Source: an optimization exercise on an open RTL-to-GDS flow (aim: small area, a short achievable clock period and few clock cycles). Production flows keep margins and buffers that such runs may drop.
At most, simulation tests tie the RTL to the original design; equivalence was not proved.
No activity file was given, so power comes from the tool's default toggle rates.

// ttt_main
module ttt_main (
    input  logic                                reset,
    input  logic                                clock_fast,
    output logic [2:0]                          stage,
    input  logic [4-1:0]        processor_id_in,
    output logic [4-1:0]        processor_id_out,
    input  logic [4-1:0]     good_tokens_in,
    input  logic [4-1:0]     bad_tokens_in,
    output logic [1:0]                          token_startstop,
    output logic                                output_valid,
    input  logic [4:0]                          instruction,
    input  logic [6-1:0]        connection_id_in,
    input  logic [8-1:0]           prog_data
);
clock: 6.5 ns
lec_check: 0
abc_clock_period_in_ps: 3000
cap_margin: 30
core_margin: 2
core_utilization: 40
cts_buf_list: sky130_fd_sc_hd__clkbuf_16
cts_cluster_diameter: 70
cts_cluster_size: 25
setup_slack_margin: 3.45
slew_margin: 20
run.sh (not shown) runs the stock make flow with config.mk's settings and CLKGATE_MAP_FILE= SYNTH_SCRIPT=/design/flow/synth_recipe.tcl, a recipe that flattens the netlist after the stock synthesis.
The baseline produced a clean layout.
Testbench counts at the start, summed over its fixed seeds: cycles 4,393.
==> next run, changes <==
- SETUP_SLACK_MARGIN: 3.45 -> 3.3
What happened: Setup slack gains 0.19 ns; final area is lower by 2.7%; clock-buffer cell count is unchanged; non-clock buffer count is lower by 57; first-iteration DRC count is higher by 2.9%; total power is lower by 2.1%; synthesized cell count is unchanged; maximum frequency is higher by 6.0%; sequential share of layout area is higher by 1.6 points.
==> next run, changes <==
- CTS_CLUSTER_DIAMETER: 70 -> 60
- CTS_CLUSTER_SIZE: 25 -> 20
- SETUP_SLACK_MARGIN: 3.3 -> 3.0
Effect: Power rises by 7.3%. Core utilization falls by 0.25 points. Design area falls by 0.54%. Worst setup slack loses 0.26 ns. Routed wire length falls by 1.4%. Sequential power hardly moves.
==> next run, changes <==
- SETUP_SLACK_MARGIN: 3.0 -> 3.6
After rerunning: Worst setup slack gets better by 0.25 ns; synthesized cell count stays the same; cell count rises by 2.8%; core utilization rises by 2.7 points; power rises by about 2.6%; non-clock buffer count rises by 131; via count rises by about 3.5%; sequential cell count stays the same.
==> next run, changes <==
- CTS_CLUSTER_DIAMETER: 60 -> 70
- CTS_CLUSTER_SIZE: 20 -> 25
- GPL_ROUTABILITY_DRIVEN: unset -> 0
- SETUP_SLACK_MARGIN: 3.6 -> 3.3
The changed run went through all stages and came out clean. Worst setup slack gains 0.016 ns. Via count shrinks by 2.6%. First-iteration DRC count shrinks by 9.3%. Worst hold slack loses 0.010 ns. Synthesized area does not change. Clock-buffer cell count shrinks by 28. Total power shrinks by 9.2%. Wire length shrinks by 3.0%. Register-to-register slack gains 0.02 ns.

========
Setup of v38:
ttt_main again, from the RTL that the note above started with.
Design ttt_main, start of the top module:
module ttt_main (
    input  logic                                reset,
    input  logic                                clock_fast,
    output logic [2:0]                          stage,
    input  logic [4-1:0]        processor_id_in,
    output logic [4-1:0]        processor_id_out,
    input  logic [4-1:0]     good_tokens_in,
    input  logic [4-1:0]     bad_tokens_in,
    output logic [1:0]                          token_startstop,
    output logic                                output_valid,
    input  logic [4:0]                          instruction,
    input  logic [6-1:0]        connection_id_in,
    input  logic [8-1:0]           prog_data
);
clock: 6.5 ns
lec_check: 0
abc_clock_period_in_ps: 3000
cap_margin: 30
core_margin: 2
core_utilization: 40
cts_buf_list: sky130_fd_sc_hd__clkbuf_16
cts_cluster_diameter: 70
cts_cluster_size: 25
setup_slack_margin: 3.2
slew_margin: 20
Testbench counts of v38, summed over its fixed seeds: cycles 4,393.
The following lists how v52 was set up differently from v38:
Settings: swapping 25 for 28 in CTS_CLUSTER_SIZE; swapping 70 for 75 in CTS_CLUSTER_DIAMETER; swapping 3.2 for 3.3 in SETUP_SLACK_MARGIN.
Results
v38 → v52: maximum operating frequency increased about 0.36%; post-layout instance area increased about 1.3%. Compared with v38, v52 shows number of nets in the finished design higher by 0.64%. Lower number of diodes was reported by v52, not v38. v38 reports its slowest cell on the critical path as or3_1 while v52 reports edfxtp_1. Diff v52..v38 | synthesized cell count | unchanged. Changes observed in v52 relative to v38: transition at the pin with the smallest max-transition slack now smaller; total placed cells including tap cells level; total power went up; leakage power now larger.
Relative to v52, the following input files were edited for v19:
Settings: a change of CTS_CLUSTER_DIAMETER from 75 to 60; a change of CTS_CLUSTER_SIZE from 28 to 20.
Results
- Looking at sequential fraction of total cell area, v19 sits 1.5 points below v52.
- v19: PASS, flow complete, no timing, DRC or antenna violations
- Compared with v52, in v19 time the final worst path needs with I/O delays and setup increased by 0.032 ns relative to the old numbers, I/O pin count closely matched the old numbers, final core area utilization increased by 1.1 points relative to the old numbers, non-clock buffer count increased by 16 relative to the old numbers, total design power increased by about 9% relative to the old numbers.

========
The RTL this note starts from:
==> flow/design.v <==
`timescale 1ns/10ps
`timescale 1ns/10ps
`timescale 1ns/10ps
`timescale 1ns/10ps
`timescale 1ns/10ps
module ttt_main (
    input  logic                                reset,
    input  logic                                clock_fast,
    output logic [2:0]                          stage,
    input  logic [4-1:0]        processor_id_in,
    output logic [4-1:0]        processor_id_out,
    input  logic [4-1:0]     good_tokens_in,
    input  logic [4-1:0]     bad_tokens_in,
    output logic [1:0]                          token_startstop,
    output logic                                output_valid,
    input  logic [4:0]                          instruction,
    input  logic [6-1:0]        connection_id_in,
    input  logic [8-1:0]           prog_data
);
    localparam int NP = 10;
    localparam int NC = 50;
    localparam int NG = (NC + 3) / 4;    
    logic signed [7:0] g_cnt [NP];
    logic signed [7:0] b_cnt [NP];
    logic signed [7:0] g_thr [NP];
    logic signed [7:0] b_thr [NP];
    logic [NP-1:0]     act;
    logic [5:0]        first [NP+1];
    logic [3:0]        tgt_mem [NC];
    logic [7:0]        wt_mem [NC];
    logic        x_add;       
    logic        x_gthr;
    logic        x_bthr;
    logic        x_upd;
    logic        x_first;
    logic        x_tgt;
    logic        x_wt;
    logic [NP:0] x_hit;       
    logic [5:0]  x_cid;
    logic [7:0]  x_data;
    logic        x_neg;       
    logic          busy;        
    logic          r_first;     
    logic [NP-1:0] pend;        
    logic [5:0]    w_idx;       
    logic [3:0]    w_lo;        
    logic [NG-1:0] w_hi;        
    logic [5:0]    w_end;       
    logic          w_stop;      
    function automatic logic ge8(input logic [7:0] a, input logic [7:0] b);
        logic [7:0] ua;
        logic [7:0] ub;
        logic r;
        ua = {~a[7], a[6:0]};
        ub = {~b[7], b[6:0]};
        r = 1'b1;
        for (int i = 0; i < 8; i++) r = (ua[i] & ~ub[i]) | ((ua[i] | ~ub[i]) & r);
        ge8 = r;
    endfunction
    logic [NP-1:0] act_now;
    always_comb begin
        for (int i = 0; i < NP; i++)
            act_now[i] = ge8(g_cnt[i], g_thr[i]) && !ge8(b_cnt[i], b_thr[i]);
    end
    logic [NP-1:0] src_pend;
    logic [NP-1:0] src_one;      
    logic          have_src;
    logic          have_ent;
    logic          last_ent;
    logic          do_load;
    logic [5:0]    ld_first;
    logic [5:0]    ld_end;
    logic [3:0]    ld_id;
    logic          ld_start;
    logic [3:0]    rd_tgt;
    logic [7:0]    rd_wt;
    logic [NP-1:0] rd_hit;
    assign src_pend = r_first ? (act_now ^ act) : pend;
    assign have_src = |src_pend;
    assign have_ent = (w_idx != w_end);
    assign last_ent = (w_idx + 6'd1 == w_end);
    assign do_load  = have_src && (!have_ent || last_ent);
    always_comb begin
        logic [NP-1:0] seen;
        seen = '0;
        for (int i = 0; i < NP; i++) begin
            src_one[i] = src_pend[i] && !seen[i];
            if (i + 1 < NP) seen[i+1] = seen[i] | src_pend[i];
        end
        ld_first = '0;
        ld_end = '0;
        ld_id = '0;
        ld_start = 1'b0;
        for (int i = 0; i < NP; i++) begin
            if (src_one[i]) begin
                ld_first = ld_first | first[i];
                ld_end = ld_end | first[i+1];
                ld_id = ld_id | 4'(i);
                ld_start = ld_start | (r_first ? act_now[i] : act[i]);
            end
        end
    end
    always_comb begin
        logic [11:0] grp [NG];
        logic [11:0] rd;
        rd = '0;
        for (int j = 0; j < NG; j++) begin
            grp[j] = '0;
            for (int k = 0; k < 4; k++)
                if (j * 4 + k < NC)
                    grp[j] = grp[j] | ({12{w_lo[k]}} & {tgt_mem[j*4+k], wt_mem[j*4+k]});
            rd = rd | ({12{w_hi[j]}} & grp[j]);
        end
        rd_tgt = rd[11:8];
        rd_wt = rd[7:0];
        for (int i = 0; i < NP; i++) rd_hit[i] = (rd_tgt == 4'(i));
    end
    logic signed [7:0] sel_g;
    logic signed [7:0] sel_b;
    logic signed [7:0] sum_g;
    logic signed [7:0] sum_b;
    function automatic logic signed [7:0] sat_add(input logic signed [7:0] c,
                                                  input logic signed [3:0] a);
        logic signed [8:0] s;
        s = 9'(c) + 9'(a);
        if (s[8] != s[7]) sat_add = s[8] ? 8'sh80 : 8'sh7f;
        else sat_add = s[7:0];
    endfunction
    always_comb begin
        sel_g = '0;
        sel_b = '0;
        for (int i = 0; i < NP; i++) begin
            sel_g = sel_g | ({8{x_hit[i]}} & g_cnt[i]);
            sel_b = sel_b | ({8{x_hit[i]}} & b_cnt[i]);
        end
        sum_g = sat_add(sel_g, x_neg ? (4'd0 - x_data[7:4]) : x_data[7:4]);
        sum_b = sat_add(sel_b, x_neg ? (4'd0 - x_data[3:0]) : x_data[3:0]);
    end
    logic is_adv;
    logic [NP:0] in_hit;
    assign is_adv = !instruction[4] && (instruction[2:0] == 3'b010);
    always_comb begin
        for (int i = 0; i <= NP; i++) in_hit[i] = (processor_id_in == 4'(i));
    end
    always_ff @(posedge clock_fast) begin
        if (reset) begin
            busy <= 1'b0;
            r_first <= 1'b0;
            pend <= '0;
            w_idx <= '0;
            w_end <= '0;
            w_stop <= 1'b0;
            output_valid <= 1'b0;
            x_add <= 1'b0;
            x_gthr <= 1'b0;
            x_bthr <= 1'b0;
            x_upd <= 1'b0;
            x_first <= 1'b0;
            x_tgt <= 1'b0;
            x_wt <= 1'b0;
        end else begin
            output_valid <= 1'b0;
            x_add <= 1'b0;
            x_gthr <= 1'b0;
            x_bthr <= 1'b0;
            x_upd <= 1'b0;
            x_first <= 1'b0;
            x_tgt <= 1'b0;
            x_wt <= 1'b0;
            if (!busy) begin
                x_hit <= in_hit;
                x_cid <= connection_id_in;
                x_data <= prog_data;
                x_neg <= 1'b0;
                case (instruction[4:3])
                    2'b11: begin
                        x_first <= (instruction[2:0] == 3'b001);
                        x_tgt <= (instruction[2:0] == 3'b010);
                        x_wt <= (instruction[2:0] == 3'b011);
                    end
                    2'b10: begin
                        x_gthr <= (instruction[2:0] == 3'b001);
                        x_bthr <= (instruction[2:0] == 3'b010);
                        x_add <= (instruction[2:0] == 3'b100);
                        x_upd <= (instruction[2:0] == 3'b101);
                    end
                    default: begin
                        if (instruction[2:0] == 3'b001) begin
                            x_add <= 1'b1;
                            x_data <= {good_tokens_in, bad_tokens_in};
                        end
                    end
                endcase
                if (is_adv) begin
                    busy <= 1'b1;
                    r_first <= 1'b1;
                end
            end else begin
                r_first <= 1'b0;
                if (have_ent) begin
                    x_add <= 1'b1;
                    x_hit <= {1'b0, rd_hit};
                    x_data <= rd_wt;
                    x_neg <= w_stop;
                    w_idx <= w_idx + 6'd1;
                end
                if (do_load) begin
                    w_idx <= ld_first;
                    w_end <= ld_end;
                    w_stop <= !ld_start;
                    output_valid <= 1'b1;
                    processor_id_out <= ld_id;
                    token_startstop <= {ld_start, !ld_start};
                    pend <= src_pend & ~src_one;
                end else begin
                    pend <= src_pend;
                end
                if (!have_src && (!have_ent || last_ent)) busy <= 1'b0;
            end
        end
    end
    always_ff @(posedge clock_fast) begin
        if (reset) begin
            w_lo <= 4'b0001;
            w_hi <= NG'(1);
        end else if (busy && do_load) begin
            for (int k = 0; k < 4; k++) w_lo[k] <= (ld_first[1:0] == 2'(k));
            for (int j = 0; j < NG; j++) w_hi[j] <= (ld_first[5:2] == 4'(j));
        end else if (busy && have_ent) begin
            w_lo <= {w_lo[2:0], w_lo[3]};
            if (w_lo[3]) w_hi <= {w_hi[NG-2:0], 1'b0};
        end
    end
    logic [7:0]  wd_g;
    logic [7:0]  wd_b;
    logic [7:0]  wd_thr;
    logic [5:0]  wd_first;
    assign wd_g = reset ? 8'd0 : sum_g;
    assign wd_b = reset ? 8'd0 : sum_b;
    assign wd_thr = reset ? 8'(1) : x_data;
    assign wd_first = reset ? 6'd0 : x_data[5:0];
    always_ff @(posedge clock_fast) begin
        for (int i = 0; i < NP; i++) begin
            if (reset || (x_add && x_hit[i])) begin
                g_cnt[i] <= wd_g;
                b_cnt[i] <= wd_b;
            end
            if (reset || (x_gthr && x_hit[i])) g_thr[i] <= wd_thr;
            if (reset || (x_bthr && x_hit[i])) b_thr[i] <= wd_thr;
            if (reset || r_first || (x_upd && x_hit[i])) act[i] <= !reset && act_now[i];
        end
        for (int i = 0; i <= NP; i++)
            if (reset || (x_first && x_hit[i])) first[i] <= wd_first;
    end
    always_ff @(posedge clock_fast) begin
        for (int i = 0; i < NC; i++) begin
            if (x_tgt && x_cid == 6'(i)) tgt_mem[i] <= x_data[3:0];
            if (x_wt && x_cid == 6'(i)) wt_mem[i] <= x_data;
        end
    end
    assign stage = {2'b00, busy};
endmodule
==> flow/config.mk <==
export PLATFORM = sky130hd
export DESIGN_NAME = ttt_main
export DESIGN_NICKNAME = ttt_main
export VERILOG_FILES = /design/flow/design.v
export SDC_FILE = /design/flow/constraint.sdc
export NUM_CORES = 4
export LEC_CHECK = 0
export ABC_CLOCK_PERIOD_IN_PS = 3000
export CAP_MARGIN = 20
export CORE_MARGIN = 2
export CORE_UTILIZATION = 40
export SETUP_SLACK_MARGIN = 3.0
export SLEW_MARGIN = 20
==> flow/constraint.sdc <==
create_clock -name core_clock -period 6.5 [get_ports {clock_fast}]
set_input_delay 1.3000 -clock core_clock [delete_from_list [all_inputs] [get_ports {clock_fast}]]
set_output_delay 1.3000 -clock core_clock [all_outputs]
set_load 0.01 [all_outputs]
The first run ran to the end with no violations.
Edit:
CTS_BUF_LIST = sky130_fd_sc_hd__clkbuf_16   (was unset)
CTS_CLUSTER_DIAMETER = 60   (was unset)
CTS_CLUSTER_SIZE = 20   (was unset)
The new run finished clean.
Core utilization decreases by 1.1 points.
Area after synthesis is unchanged.
Synthesized cell count stays the same.
Global-route usage is lower by 0.22 points.
Die area stays the same.
Design area came out lower by 2.3%.
Worst setup slack is better by 110 ps.
Clock skew is higher by 21 ps.
Maximum frequency went up by 2.8%.
Sequential power barely changes.
Critical path depth went down by 5.
Function was not checked in any run of this note: the RTL went through the layout flow alone.

==> port drivers added, routing unchanged <==
Ports are ideal in the flow. The routed layouts listed here were re-timed in OpenROAD. Step 1: set_driving_cell puts a clkbuf_16 on clock_fast and a buf_2 on each other input, an assumption about the parent block. Step 2 also shifts input and output timing later by t, the mid clock arrival at the registers, as if the neighbouring blocks saw the same clock. Slacks: ideal ports / drivers / drivers and shift; pairs: ideal ports / drivers.
run | shift t [ns] | slack for setup (ns) | worst data-port slew with drivers (ns)
the first run of note 1 | 0.754 | 3.120 / 3.120 / 2.737 | 0.15
the second run of note 1 | 0.753 | 3.313 / 3.312 / 2.701 | 0.11
the third run of note 1 | 0.742 | 3.052 / 3.052 / 2.609 | 0.11
the fourth run of note 1 | 0.740 | 3.297 / 3.297 / 2.793 | 0.12
the fifth run of note 1 | 0.753 | 3.313 / 3.312 / 2.701 | 0.11
v38 | 0.720 | 3.251 / 3.251 / 2.718 | 0.13
v52 | 0.748 | 3.263 / 3.263 / 2.740 | 0.12
v19 | 0.736 | 3.231 / 3.231 / 2.730 | 0.12
the first run of note 3 | 0.748 | 2.405 / 2.405 / 2.354 | 0.19
the second run of note 3 | 0.722 | 2.517 / 2.517 / 2.389 | 0.19
After both steps setup and hold are still met in every run listed.
